What follows belongs to an exercise in optimizing a design on an open flow for small area; a production flow would make more cautious choices. In this exercise RTL edits were held to simulation tests only and were not proved equivalent to the original. No activity file was given, so power comes from the tool's default toggle rates.

==> inputs of 11-18 <==
// sccb_responder
module sccb_responder
#(
    parameter logic [6:0] DEV_ID    = 7'h21,
    parameter int         REG_DEPTH = 256
) (
    input  logic       Clk,
    input  logic       Reset,
    input  logic       sioc_in,
    input  logic       siod_in,
    output logic       siod_oe,
    input  logic [7:0] obs_addr,
    output logic [7:0] obs_data,
    output logic       wr_valid,
    output logic [7:0] wr_addr,
    output logic [7:0] wr_data,
    output logic       busy,
    output logic       err
);
Settings: LEC_CHECK=0, CAP_MARGIN=20, CORE_MARGIN=2, CORE_UTILIZATION=40, CTS_BUF_LIST=sky130_fd_sc_hd__clkbuf_8, CTS_CLUSTER_DIAMETER=50, CTS_CLUSTER_SIZE=16, SETUP_SLACK_MARGIN=0.3, SLEW_MARGIN=20, SYNTH_HIERARCHICAL=1, SYNTH_MINIMUM_KEEP_SIZE=0; clock period 10.0 ns.
run.sh (not shown) runs the stock make flow with config.mk's settings and CLKGATE_MAP_FILE= SYNTH_SCRIPT=/design/flow/synth_recipe.tcl, a recipe that flattens the netlist after the stock synthesis.
==> 05-15: changes against 11-18 <==
--- a/flow/design.v
+++ b/flow/design.v
@@ -79,16 +79,17 @@
 );
     localparam int NSEG = 8;
     localparam int SLEN = 32;
     logic        sc_rise, sc_fall, start_p, stop_p, sd_s;
     sccb_pkg::sccb_state_t state;
     logic [3:0]  bit_cnt;
     logic [7:0]  shreg;
     logic [7:0]  rd_sh;
+    logic        shreg_shift, rd_shift;
     logic [7:0]  ptr;
     logic        rf_we;
     logic [7:0]  rx_byte;
     logic [3:0]  bits_done;
     logic [NSEG-1:0][SLEN-1:0][7:0] ring;
     logic [NSEG-1:0][7:0]           head_in;
     logic [4:0]  off;
     logic        scrub_act;
@@ -98,17 +99,20 @@
     logic [NSEG-1:0] commit_seg;
     logic [NSEG-1:0] keep;
     logic        refresh;
     logic [7:0]  refresh_val;
     logic [4:0]  obs_pos;
     logic        refresh_tap;
     logic        obs_hit;
     logic [NSEG-1:0] seg_sel_n;
-    logic [SLEN-1:0] pos_sel_n;
+    logic [3:0]      pos_lo_n;
+    logic [7:0]      pos_hi_n;
+    logic [2*NSEG-1:0] tap_sel;
+    logic [7:0]      tap_or;
     sccb_line_sync u_sync (
         .Clk     (Clk),
         .Reset   (Reset),
         .sioc_in (sioc_in),
         .siod_in (siod_in),
         .sc_rise (sc_rise),
         .sc_fall (sc_fall),
         .start   (start_p),
@@ -123,28 +127,29 @@
         scrubbing = !Reset || scrub_act;
         commit    = pend_valid && off == wr_addr[4:0] && !scrubbing;
         for (int s = 0; s < NSEG; s++) begin
             commit_seg[s] = commit && wr_addr[7:5] == 3'(s);
             keep[s]       = !scrubbing && !commit_seg[s];
         end
         refresh     = state != ST_RDAT && ptr[3:0] == off[3:0];
         refresh_tap = ptr[4] ^ off[4];
-        if (scrubbing)
-            refresh_val = 8'h00;
-        else if (pend_valid && wr_addr == ptr)
-            refresh_val = wr_data;
-        else
-            refresh_val = ring[ptr[7:5]][{refresh_tap, 4'd0}];
+        for (int i = 0; i < 2 * NSEG; i++)
+            tap_sel[i] = !scrubbing && !pend_valid && ptr[7:5] == 3'(i / 2)
+                         && refresh_tap == 1'(i % 2);
+        for (int b = 0; b < 8; b++)
+            refresh_val[b] = (!scrubbing && pend_valid && wr_data[b]) | tap_or[b];
         obs_pos   = obs_addr[4:0] - off;
         obs_hit   = pend_valid && obs_addr == wr_addr;
         for (int i = 0; i < NSEG; i++)
             seg_sel_n[i] = !(obs_addr[7:5] == 3'(i) && !obs_hit && !scrub_act);
-        for (int i = 0; i < SLEN; i++)
-            pos_sel_n[i] = obs_pos != 5'(i);
+        for (int i = 0; i < 4; i++)
+            pos_lo_n[i] = obs_pos[1:0] != 2'(i);
+        for (int i = 0; i < 8; i++)
+            pos_hi_n[i] = obs_pos[4:2] != 3'(i);
         for (int b = 0; b < 8; b++)
             obs_data[b] = (obs_hit & wr_data[b]) | (|obs_l3[b]);
     end
     always_ff @(posedge Clk) begin
         for (int s = 0; s < NSEG; s++) begin
             for (int p = 0; p < SLEN - 1; p++)
                 ring[s][p] <= ring[s][p+1];
             ring[s][SLEN-1] <= head_in[s];
@@ -160,53 +165,59 @@
             if (off == 5'(SLEN - 2))
                 scrub_act <= 1'b0;
             if (rf_we)
                 pend_valid <= 1'b1;
             else if (commit)
                 pend_valid <= 1'b0;
         end
     end
+    always_comb begin
+        shreg_shift = !stop_p && !start_p && sc_rise && bit_cnt < DATA_BITS
+                      && (state == ST_ID || state == ST_SUB || state == ST_WDAT);
+        rd_shift    = !stop_p && !start_p && !sc_rise && sc_fall && state == ST_RDAT
+                      && bit_cnt != DATA_BITS;
+    end
+    always_ff @(posedge Clk) begin
+        if (shreg_shift)
+            shreg <= rx_byte;
+        if (rd_shift)
+            rd_sh <= {rd_sh[6:0], 1'b0};
+        else if (refresh)
+            rd_sh <= refresh_val;
+    end
+    assign busy = state != ST_IDLE;
+    assign siod_oe = state == ST_ID_ACK || state == ST_SUB_ACK || state == ST_WDAT_ACK
+                     || (state == ST_RDAT && !rd_sh[7]);
     always_ff @(posedge Clk) begin
         if (!Reset) begin
             state    <= ST_IDLE;
             bit_cnt  <= 4'd0;
-            shreg    <= 8'h00;
-            rd_sh    <= 8'h00;
             ptr      <= 8'h00;
-            siod_oe  <= 1'b0;
-            busy     <= 1'b0;
             err      <= 1'b0;
             wr_valid <= 1'b0;
             wr_addr  <= 8'h00;
             wr_data  <= 8'h00;
         end else begin
             err      <= 1'b0;
             wr_valid <= 1'b0;
-            if (refresh)
-                rd_sh <= refresh_val;
             if (stop_p) begin
                 if ((state == ST_ID || state == ST_SUB || state == ST_WDAT || state == ST_RDAT)
                     && (bits_done >= 4'd1) && (bits_done <= 4'd7)) begin
                     err <= 1'b1;
                 end
                 state   <= ST_IDLE;
-                siod_oe <= 1'b0;
-                busy    <= 1'b0;
                 bit_cnt <= 4'd0;
             end else if (start_p) begin
                 state   <= ST_ID;
-                siod_oe <= 1'b0;
-                busy    <= 1'b1;
                 bit_cnt <= 4'd0;
             end else if (sc_rise) begin
                 case (state)
                     ST_ID, ST_SUB, ST_WDAT: begin
                         if (bit_cnt < DATA_BITS) begin
-                            shreg   <= rx_byte;
                             bit_cnt <= bit_cnt + 4'd1;
                             if (state == ST_WDAT && bit_cnt == DATA_BITS - 4'd1) begin
                                 wr_valid <= 1'b1;
                                 wr_addr  <= ptr;
                                 wr_data  <= rx_byte;
                             end
                         end
                     end
@@ -220,121 +231,122 @@
                     end
                     default: ;
                 endcase
             end else if (sc_fall) begin
                 case (state)
                     ST_ID: begin
                         if (bit_cnt == DATA_BITS) begin
                             if (shreg[7:1] == DEV_ID) begin
-                                siod_oe <= 1'b1;
                                 state   <= ST_ID_ACK;
                             end else begin
                                 state   <= ST_WAIT_STOP;
                             end
                         end
                     end
                     ST_SUB: begin
                         if (bit_cnt == DATA_BITS) begin
                             ptr     <= shreg;
-                            siod_oe <= 1'b1;
                             state   <= ST_SUB_ACK;
                         end
                     end
                     ST_WDAT: begin
                         if (bit_cnt == DATA_BITS) begin
-                            siod_oe <= 1'b1;
                             state   <= ST_WDAT_ACK;
                         end
                     end
                     ST_ID_ACK: begin
                         if (bit_cnt == ACK_BIT) begin
                             bit_cnt <= 4'd0;
                             if (shreg[0] == ID_RD_LSB) begin
-                                siod_oe <= ~rd_sh[7];
                                 state   <= ST_RDAT;
                             end else if (shreg[0] == ID_WR_LSB) begin
-                                siod_oe <= 1'b0;
                                 state   <= ST_SUB;
                             end else begin
-                                siod_oe <= 1'b0;
                                 state   <= ST_WAIT_STOP;
                             end
                         end
                     end
                     ST_SUB_ACK: begin
                         if (bit_cnt == ACK_BIT) begin
                             bit_cnt <= 4'd0;
-                            siod_oe <= 1'b0;
                             state   <= ST_WDAT;
                         end
                     end
                     ST_WDAT_ACK: begin
                         if (bit_cnt == ACK_BIT) begin
-                            siod_oe <= 1'b0;
                             state   <= ST_WAIT_STOP;
                         end
                     end
                     ST_RDAT: begin
                         if (bit_cnt == DATA_BITS) begin
-                            siod_oe <= 1'b0;
                             state   <= ST_RDAT_NA;
-                        end else begin
-                            siod_oe <= ~rd_sh[6];
-                            rd_sh   <= {rd_sh[6:0], 1'b0};
                         end
                     end
                     default: ;
                 endcase
             end
         end
     end
     for (genvar s = 0; s < NSEG; s++) begin : g_head
         for (genvar b = 0; b < 8; b++) begin : g_bit
             sccb_ao22 u_h (.a0(commit_seg[s]), .d0(wr_data[b]), .a1(keep[s]), .d1(ring[s][0][b]),
                            .y(head_in[s][b]));
         end
     end
+    logic [7:0][5:0] tap_l1;
+    for (genvar b = 0; b < 8; b++) begin : g_tap
+        for (genvar k = 0; k < 5; k++) begin : g_l1
+            sccb_aoi222 u_l1 (
+                .a0(tap_sel[3*k]),   .d0(ring[(3*k) / 2][16 * ((3*k) % 2)][b]),
+                .a1(tap_sel[3*k+1]), .d1(ring[(3*k+1) / 2][16 * ((3*k+1) % 2)][b]),
+                .a2(tap_sel[3*k+2]), .d2(ring[(3*k+2) / 2][16 * ((3*k+2) % 2)][b]),
+                .y(tap_l1[b][k]));
+        end
+        sccb_nand2 u_l1x (.a(tap_sel[15]), .b(ring[7][16][b]), .y(tap_l1[b][5]));
+        sccb_nand6 u_l2 (.y(tap_l1[b]), .w(tap_or[b]));
+    end
     logic [7:0][NSEG-1:0][11:0] obs_l1;
     logic [7:0][NSEG-1:0][2:0]  obs_l2;
     logic [7:0][NSEG-1:0]       obs_l3n;
     logic [7:0][NSEG-1:0]       obs_l3;
-    logic [SLEN-1:0]            pos_sel;
+    logic [3:0][SLEN-1:0]       pos_sel;
     logic [NSEG-1:0]            seg_sel;
-    assign pos_sel = ~pos_sel_n;
+    for (genvar q = 0; q < 4; q++) begin : g_posq
+        for (genvar p = 0; p < SLEN; p++) begin : g_pos
+            sccb_nor2 u_ps (.a(pos_lo_n[p % 4]), .b(pos_hi_n[p / 4]), .y(pos_sel[q][p]));
+        end
+    end
     assign seg_sel = ~seg_sel_n;
     for (genvar b = 0; b < 8; b++) begin : g_obs
         for (genvar s = 0; s < NSEG; s++) begin : g_seg
             for (genvar k = 0; k < 10; k++) begin : g_l1
                 sccb_aoi222 u_l1 (
-                    .a0(pos_sel[3*k]),   .d0(ring[s][3*k][b]),
-                    .a1(pos_sel[3*k+1]), .d1(ring[s][3*k+1][b]),
-                    .a2(pos_sel[3*k+2]), .d2(ring[s][3*k+2][b]),
+                    .a0(pos_sel[s / 2][3*k]),   .d0(ring[s][3*k][b]),
+                    .a1(pos_sel[s / 2][3*k+1]), .d1(ring[s][3*k+1][b]),
+                    .a2(pos_sel[s / 2][3*k+2]), .d2(ring[s][3*k+2][b]),
                     .y(obs_l1[b][s][k]));
             end
-            sccb_nand2 u_l1x (.a(pos_sel[30]), .b(ring[s][30][b]), .y(obs_l1[b][s][10]));
-            sccb_nand2 u_l1y (.a(pos_sel[31]), .b(ring[s][31][b]), .y(obs_l1[b][s][11]));
+            sccb_nand2 u_l1x (.a(pos_sel[s / 2][30]), .b(ring[s][30][b]), .y(obs_l1[b][s][10]));
+            sccb_nand2 u_l1y (.a(pos_sel[s / 2][31]), .b(ring[s][31][b]), .y(obs_l1[b][s][11]));
             sccb_sel12 u_l2 (.y(obs_l1[b][s]), .seg(seg_sel[s]), .w(obs_l3[b][s]));
         end
     end
 endmodule
 module sccb_nand2 (input logic a, input logic b, output logic y);
     assign y = ~(a & b);
 endmodule
 module sccb_nor2 (input logic a, input logic b, output logic y);
     assign y = ~(a | b);
 endmodule
-module sccb_nor3 (input logic a, input logic b, input logic c, output logic y);
-    assign y = ~(a | b | c);
-endmodule
 module sccb_sel12 (input logic [11:0] y, input logic seg, output logic w);
     assign w = seg & ~&y;
 endmodule
-module sccb_nand4 (input logic a, input logic b, input logic c, input logic d, output logic y);
-    assign y = ~(a & b & c & d);
+module sccb_nand6 (input logic [5:0] y, output logic w);
+    assign w = ~&y;
 endmodule
 module sccb_ao22 (input logic a0, input logic d0, input logic a1, input logic d1, output logic y);
     assign y = (a0 & d0) | (a1 & d1);
 endmodule
 module sccb_aoi222 (
     input  logic a0, input logic d0,
     input  logic a1, input logic d1,
     input  logic a2, input logic d2,
==> flow/flow/run.sh (new file) <==
#!/bin/bash
set -euo pipefail
export CTS_ARGS="-sink_clustering_enable -repair_clock_nets -dont_use_dummy_load -sink_clustering_size 18 -sink_clustering_max_diameter 50 -buf_list sky130_fd_sc_hd__clkbuf_8"
export BUFFER_PORTS_ARGS="-buffer_cell sky130_fd_sc_hd__buf_2"
bash standard.sh > make.log 2>&1
==> flow/standard.sh (new file) <==
#!/bin/bash
# synth_recipe.tcl (not shown) runs the flow's synth.tcl, then flattens the netlist and writes it again
# the make line also repeats each setting of config.mk as NAME=value (left out here)
make -C /OpenROAD-flow-scripts/flow DESIGN_CONFIG=/design/flow/config.mk WORK_HOME=/design/flow/orfs CLKGATE_MAP_FILE= SYNTH_SCRIPT=/design/flow/synth_recipe.tcl "${@:-finish}"
==> flow/config.mk (replaced) <==
export PLATFORM = sky130hd
export DESIGN_NAME = sccb_responder
export DESIGN_NICKNAME = sccb_responder
export VERILOG_FILES = /design/flow/design.v
export SDC_FILE = /design/flow/constraint.sdc
export NUM_CORES = 4
export LEC_CHECK = 0
export CAP_MARGIN = 10
export CORE_MARGIN = 2
export CORE_UTILIZATION = 65
export SLEW_MARGIN = 10
export SYNTH_HIERARCHICAL = 1
export SYNTH_MINIMUM_KEEP_SIZE = 0
removed: flow/run.sh
==> 04-13: changes against 11-18 <==
--- a/flow/design.v
+++ b/flow/design.v
@@ -79,16 +79,17 @@
 );
     localparam int NSEG = 8;
     localparam int SLEN = 32;
     logic        sc_rise, sc_fall, start_p, stop_p, sd_s;
     sccb_pkg::sccb_state_t state;
     logic [3:0]  bit_cnt;
     logic [7:0]  shreg;
     logic [7:0]  rd_sh;
+    logic        shreg_shift, rd_shift;
     logic [7:0]  ptr;
     logic        rf_we;
     logic [7:0]  rx_byte;
     logic [3:0]  bits_done;
     logic [NSEG-1:0][SLEN-1:0][7:0] ring;
     logic [NSEG-1:0][7:0]           head_in;
     logic [4:0]  off;
     logic        scrub_act;
@@ -98,17 +99,20 @@
     logic [NSEG-1:0] commit_seg;
     logic [NSEG-1:0] keep;
     logic        refresh;
     logic [7:0]  refresh_val;
     logic [4:0]  obs_pos;
     logic        refresh_tap;
     logic        obs_hit;
     logic [NSEG-1:0] seg_sel_n;
-    logic [SLEN-1:0] pos_sel_n;
+    logic [3:0]      pos_lo_n;
+    logic [7:0]      pos_hi_n;
+    logic [2*NSEG-1:0] tap_sel;
+    logic [7:0]      tap_or;
     sccb_line_sync u_sync (
         .Clk     (Clk),
         .Reset   (Reset),
         .sioc_in (sioc_in),
         .siod_in (siod_in),
         .sc_rise (sc_rise),
         .sc_fall (sc_fall),
         .start   (start_p),
@@ -123,28 +127,29 @@
         scrubbing = !Reset || scrub_act;
         commit    = pend_valid && off == wr_addr[4:0] && !scrubbing;
         for (int s = 0; s < NSEG; s++) begin
             commit_seg[s] = commit && wr_addr[7:5] == 3'(s);
             keep[s]       = !scrubbing && !commit_seg[s];
         end
         refresh     = state != ST_RDAT && ptr[3:0] == off[3:0];
         refresh_tap = ptr[4] ^ off[4];
-        if (scrubbing)
-            refresh_val = 8'h00;
-        else if (pend_valid && wr_addr == ptr)
-            refresh_val = wr_data;
-        else
-            refresh_val = ring[ptr[7:5]][{refresh_tap, 4'd0}];
+        for (int i = 0; i < 2 * NSEG; i++)
+            tap_sel[i] = !scrubbing && !pend_valid && ptr[7:5] == 3'(i / 2)
+                         && refresh_tap == 1'(i % 2);
+        for (int b = 0; b < 8; b++)
+            refresh_val[b] = (!scrubbing && pend_valid && wr_data[b]) | tap_or[b];
         obs_pos   = obs_addr[4:0] - off;
         obs_hit   = pend_valid && obs_addr == wr_addr;
         for (int i = 0; i < NSEG; i++)
             seg_sel_n[i] = !(obs_addr[7:5] == 3'(i) && !obs_hit && !scrub_act);
-        for (int i = 0; i < SLEN; i++)
-            pos_sel_n[i] = obs_pos != 5'(i);
+        for (int i = 0; i < 4; i++)
+            pos_lo_n[i] = obs_pos[1:0] != 2'(i);
+        for (int i = 0; i < 8; i++)
+            pos_hi_n[i] = obs_pos[4:2] != 3'(i);
         for (int b = 0; b < 8; b++)
             obs_data[b] = (obs_hit & wr_data[b]) | (|obs_l3[b]);
     end
     always_ff @(posedge Clk) begin
         for (int s = 0; s < NSEG; s++) begin
             for (int p = 0; p < SLEN - 1; p++)
                 ring[s][p] <= ring[s][p+1];
             ring[s][SLEN-1] <= head_in[s];
@@ -160,53 +165,59 @@
             if (off == 5'(SLEN - 2))
                 scrub_act <= 1'b0;
             if (rf_we)
                 pend_valid <= 1'b1;
             else if (commit)
                 pend_valid <= 1'b0;
         end
     end
+    always_comb begin
+        shreg_shift = !stop_p && !start_p && sc_rise && bit_cnt < DATA_BITS
+                      && (state == ST_ID || state == ST_SUB || state == ST_WDAT);
+        rd_shift    = !stop_p && !start_p && !sc_rise && sc_fall && state == ST_RDAT
+                      && bit_cnt != DATA_BITS;
+    end
+    always_ff @(posedge Clk) begin
+        if (shreg_shift)
+            shreg <= rx_byte;
+        if (rd_shift)
+            rd_sh <= {rd_sh[6:0], 1'b0};
+        else if (refresh)
+            rd_sh <= refresh_val;
+    end
+    assign busy = state != ST_IDLE;
+    assign siod_oe = state == ST_ID_ACK || state == ST_SUB_ACK || state == ST_WDAT_ACK
+                     || (state == ST_RDAT && !rd_sh[7]);
     always_ff @(posedge Clk) begin
         if (!Reset) begin
             state    <= ST_IDLE;
             bit_cnt  <= 4'd0;
-            shreg    <= 8'h00;
-            rd_sh    <= 8'h00;
             ptr      <= 8'h00;
-            siod_oe  <= 1'b0;
-            busy     <= 1'b0;
             err      <= 1'b0;
             wr_valid <= 1'b0;
             wr_addr  <= 8'h00;
             wr_data  <= 8'h00;
         end else begin
             err      <= 1'b0;
             wr_valid <= 1'b0;
-            if (refresh)
-                rd_sh <= refresh_val;
             if (stop_p) begin
                 if ((state == ST_ID || state == ST_SUB || state == ST_WDAT || state == ST_RDAT)
                     && (bits_done >= 4'd1) && (bits_done <= 4'd7)) begin
                     err <= 1'b1;
                 end
                 state   <= ST_IDLE;
-                siod_oe <= 1'b0;
-                busy    <= 1'b0;
                 bit_cnt <= 4'd0;
             end else if (start_p) begin
                 state   <= ST_ID;
-                siod_oe <= 1'b0;
-                busy    <= 1'b1;
                 bit_cnt <= 4'd0;
             end else if (sc_rise) begin
                 case (state)
                     ST_ID, ST_SUB, ST_WDAT: begin
                         if (bit_cnt < DATA_BITS) begin
-                            shreg   <= rx_byte;
                             bit_cnt <= bit_cnt + 4'd1;
                             if (state == ST_WDAT && bit_cnt == DATA_BITS - 4'd1) begin
                                 wr_valid <= 1'b1;
                                 wr_addr  <= ptr;
                                 wr_data  <= rx_byte;
                             end
                         end
                     end
@@ -220,91 +231,93 @@
                     end
                     default: ;
                 endcase
             end else if (sc_fall) begin
                 case (state)
                     ST_ID: begin
                         if (bit_cnt == DATA_BITS) begin
                             if (shreg[7:1] == DEV_ID) begin
-                                siod_oe <= 1'b1;
                                 state   <= ST_ID_ACK;
                             end else begin
                                 state   <= ST_WAIT_STOP;
                             end
                         end
                     end
                     ST_SUB: begin
                         if (bit_cnt == DATA_BITS) begin
                             ptr     <= shreg;
-                            siod_oe <= 1'b1;
                             state   <= ST_SUB_ACK;
                         end
                     end
                     ST_WDAT: begin
                         if (bit_cnt == DATA_BITS) begin
-                            siod_oe <= 1'b1;
                             state   <= ST_WDAT_ACK;
                         end
                     end
                     ST_ID_ACK: begin
                         if (bit_cnt == ACK_BIT) begin
                             bit_cnt <= 4'd0;
                             if (shreg[0] == ID_RD_LSB) begin
-                                siod_oe <= ~rd_sh[7];
                                 state   <= ST_RDAT;
                             end else if (shreg[0] == ID_WR_LSB) begin
-                                siod_oe <= 1'b0;
                                 state   <= ST_SUB;
                             end else begin
-                                siod_oe <= 1'b0;
                                 state   <= ST_WAIT_STOP;
                             end
                         end
                     end
                     ST_SUB_ACK: begin
                         if (bit_cnt == ACK_BIT) begin
                             bit_cnt <= 4'd0;
-                            siod_oe <= 1'b0;
                             state   <= ST_WDAT;
                         end
                     end
                     ST_WDAT_ACK: begin
                         if (bit_cnt == ACK_BIT) begin
-                            siod_oe <= 1'b0;
                             state   <= ST_WAIT_STOP;
                         end
                     end
                     ST_RDAT: begin
                         if (bit_cnt == DATA_BITS) begin
-                            siod_oe <= 1'b0;
                             state   <= ST_RDAT_NA;
-                        end else begin
-                            siod_oe <= ~rd_sh[6];
-                            rd_sh   <= {rd_sh[6:0], 1'b0};
                         end
                     end
                     default: ;
                 endcase
             end
         end
     end
     for (genvar s = 0; s < NSEG; s++) begin : g_head
         for (genvar b = 0; b < 8; b++) begin : g_bit
             sccb_ao22 u_h (.a0(commit_seg[s]), .d0(wr_data[b]), .a1(keep[s]), .d1(ring[s][0][b]),
                            .y(head_in[s][b]));
         end
     end
+    logic [7:0][5:0] tap_l1;
+    for (genvar b = 0; b < 8; b++) begin : g_tap
+        for (genvar k = 0; k < 5; k++) begin : g_l1
+            sccb_aoi222 u_l1 (
+                .a0(tap_sel[3*k]),   .d0(ring[(3*k) / 2][16 * ((3*k) % 2)][b]),
+                .a1(tap_sel[3*k+1]), .d1(ring[(3*k+1) / 2][16 * ((3*k+1) % 2)][b]),
+                .a2(tap_sel[3*k+2]), .d2(ring[(3*k+2) / 2][16 * ((3*k+2) % 2)][b]),
+                .y(tap_l1[b][k]));
+        end
+        sccb_nand2 u_l1x (.a(tap_sel[15]), .b(ring[7][16][b]), .y(tap_l1[b][5]));
+        sccb_nand6 u_l2 (.y(tap_l1[b]), .w(tap_or[b]));
+    end
     logic [7:0][NSEG-1:0][11:0] obs_l1;
     logic [7:0][NSEG-1:0][2:0]  obs_l2;
     logic [7:0][NSEG-1:0]       obs_l3n;
     logic [7:0][NSEG-1:0]       obs_l3;
     logic [SLEN-1:0]            pos_sel;
     logic [NSEG-1:0]            seg_sel;
-    assign pos_sel = ~pos_sel_n;
+    for (genvar p = 0; p < SLEN; p++) begin : g_pos
+        sccb_nor2 u_ps (.a(pos_lo_n[p % 4]), .b(pos_hi_n[p / 4]), .y(pos_sel[p]));
+    end
     assign seg_sel = ~seg_sel_n;
     for (genvar b = 0; b < 8; b++) begin : g_obs
         for (genvar s = 0; s < NSEG; s++) begin : g_seg
             for (genvar k = 0; k < 10; k++) begin : g_l1
                 sccb_aoi222 u_l1 (
                     .a0(pos_sel[3*k]),   .d0(ring[s][3*k][b]),
                     .a1(pos_sel[3*k+1]), .d1(ring[s][3*k+1][b]),
                     .a2(pos_sel[3*k+2]), .d2(ring[s][3*k+2][b]),
@@ -317,24 +330,21 @@
     end
 endmodule
 module sccb_nand2 (input logic a, input logic b, output logic y);
     assign y = ~(a & b);
 endmodule
 module sccb_nor2 (input logic a, input logic b, output logic y);
     assign y = ~(a | b);
 endmodule
-module sccb_nor3 (input logic a, input logic b, input logic c, output logic y);
-    assign y = ~(a | b | c);
-endmodule
 module sccb_sel12 (input logic [11:0] y, input logic seg, output logic w);
     assign w = seg & ~&y;
 endmodule
-module sccb_nand4 (input logic a, input logic b, input logic c, input logic d, output logic y);
-    assign y = ~(a & b & c & d);
+module sccb_nand6 (input logic [5:0] y, output logic w);
+    assign w = ~&y;
 endmodule
 module sccb_ao22 (input logic a0, input logic d0, input logic a1, input logic d1, output logic y);
     assign y = (a0 & d0) | (a1 & d1);
 endmodule
 module sccb_aoi222 (
     input  logic a0, input logic d0,
     input  logic a1, input logic d1,
     input  logic a2, input logic d2,
==> flow/flow/run.sh (new file) <==
#!/bin/bash
set -euo pipefail
export CTS_ARGS="-sink_clustering_enable -repair_clock_nets -dont_use_dummy_load -sink_clustering_size 18 -sink_clustering_max_diameter 50 -buf_list sky130_fd_sc_hd__clkbuf_8"
export BUFFER_PORTS_ARGS="-buffer_cell sky130_fd_sc_hd__buf_2"
bash standard.sh > make.log 2>&1
==> flow/standard.sh (new file) <==
#!/bin/bash
# synth_recipe.tcl (not shown) runs the flow's synth.tcl, then flattens the netlist and writes it again
# the make line also repeats each setting of config.mk as NAME=value (left out here)
make -C /OpenROAD-flow-scripts/flow DESIGN_CONFIG=/design/flow/config.mk WORK_HOME=/design/flow/orfs CLKGATE_MAP_FILE= SYNTH_SCRIPT=/design/flow/synth_recipe.tcl "${@:-finish}"
==> flow/config.mk (replaced) <==
export PLATFORM = sky130hd
export DESIGN_NAME = sccb_responder
export DESIGN_NICKNAME = sccb_responder
export VERILOG_FILES = /design/flow/design.v
export SDC_FILE = /design/flow/constraint.sdc
export NUM_CORES = 4
export LEC_CHECK = 0
export CAP_MARGIN = 15
export CORE_MARGIN = 2
export CORE_UTILIZATION = 70
export SLEW_MARGIN = 15
export SYNTH_HIERARCHICAL = 1
export SYNTH_MINIMUM_KEEP_SIZE = 0
removed: flow/run.sh
==> summary.txt <==
status - finished clean
R2R Setup Slk - 6.17 ns
FF+latch count, synth - 2,113
Reg area - 42,500 um^2
Initial DRC Count - 8,040
max layer used - met5
worst path cell trace - buf_2, inv_1, ha_1, inv_1, fa_1, a21o_1, a21oi_1, xnor2_1, o211ai_1, nor2_4, buf_12, a222oi_1, nand4_1, o31a_1, nor4_1, nand2_1, a21o_1, buf_2
Hold EP - ring[1000]
Comb. pwr - 378 uW
worst clock skew - 0.122 ns
antenna violations before repair - 8
Synth Area in Adders - 0.288%
largest net degree at the start of global routing - 65
Worst VDD drop - 206 uV
Final Power - 12.5 mW
Synth Area in XOR/XNOR - 0.432%
Initial DRT Pass Iterations - 13
final hold slack - 0.289 ns
GRT met1 Usage - 55.4%
Seq pwr share - 67.5%
critical path data arrival time - 6.84 ns
Source of the figures above: 04-13

==> summary.txt <==
max layer used - met4
status - finished clean
Final Power - 13.3 mW
Synth Area in Adders - 0.263%
Initial DRT Pass Iterations - 8
worst clock skew - 0.0483 ns
Reg area - 42,300 um^2
Synth Area in XOR/XNOR - 0.617%
R2R Setup Slk - 5.79 ns
Comb. pwr - 413 uW
worst path cell trace - clkdlybuf4s50_1, inv_1, ha_1, inv_1, fa_1, a21o_1, a21oi_1, xnor2_1, nand2_1, nor2_4, buf_4, a222oi_1, nand4_1, o31a_1, nor4_1, nand3_1, clkdlybuf4s50_1
final hold slack - 0.318 ns
GRT met1 Usage - 32.2%
FF+latch count, synth - 2,115
largest net degree at the start of global routing - 65
Initial DRC Count - 6,114
post-synth net total - 3,802
Hold EP - ring[519]
Source of the figures above: 11-18

==> summary.txt <==
antenna violations before repair - 13
Hold EP - ring[743]
Comb. pwr - 417 uW
fin. max-slew vios - 9
status - failed layout checks
R2R Setup Slk - 5.78 ns
Final Power - 12.6 mW
Synth Area in Adders - 0.286%
total of max-cap violations - 1
FF+latch count, synth - 2,113
worst path cell trace - buf_2, inv_1, ha_1, inv_1, fa_1, a21o_1, a21oi_1, xor2_1, nand4_1, nor2_1, buf_4, a222oi_1, nand4_1, o31a_1, nor4_1, nand2_1, a21o_1, buf_2
Fail Reasons - capacitance limit, slew limit
Worst VDD drop - 169 uV
GRT met1 Usage - 54.5%
critical path data arrival time - 7.74 ns
Initial DRC Count - 7,497
Source of the figures above: 05-15

==> static timing again, ports no longer ideal <==
How much do the figures lean on ideal ports? The routed layouts below were timed once more, with nothing changed but the port constraints.
Step 1, drivers: a clkbuf_16 drives Clk and a buf_2 each remaining input, both assumed.
Step 2 adds t to the input delays and takes it off the output delays; t is the mean of the earliest and latest rising clock arrival at the registers after step 1. Input paths then give back, and output paths get back, about the clock's delay inside the block.
a / b / c = ideal / step 1 / step 2; a / b = the first two.
run	t, ns	slack for setup (ns)	hold WS [ns]	clock arrival spread, ns	cell pins on the clock port's net
11-18	0.999	0.493 / 0.471 / 0.471	0.318 / 0.318 / 0.318	0.052 / 0.052	1
05-15	0.878	0.257 / 0.234 / 0.234	0.285 / 0.285 / 0.285	0.096 / 0.096	1
04-13	0.886	1.155 / 1.135 / 1.135	0.289 / 0.289 / 0.289	0.123 / 0.123	1
For 05-15, which loses most, drivers alone change the setup slack by -0.023 ns; drivers and shift together by -0.023 ns.
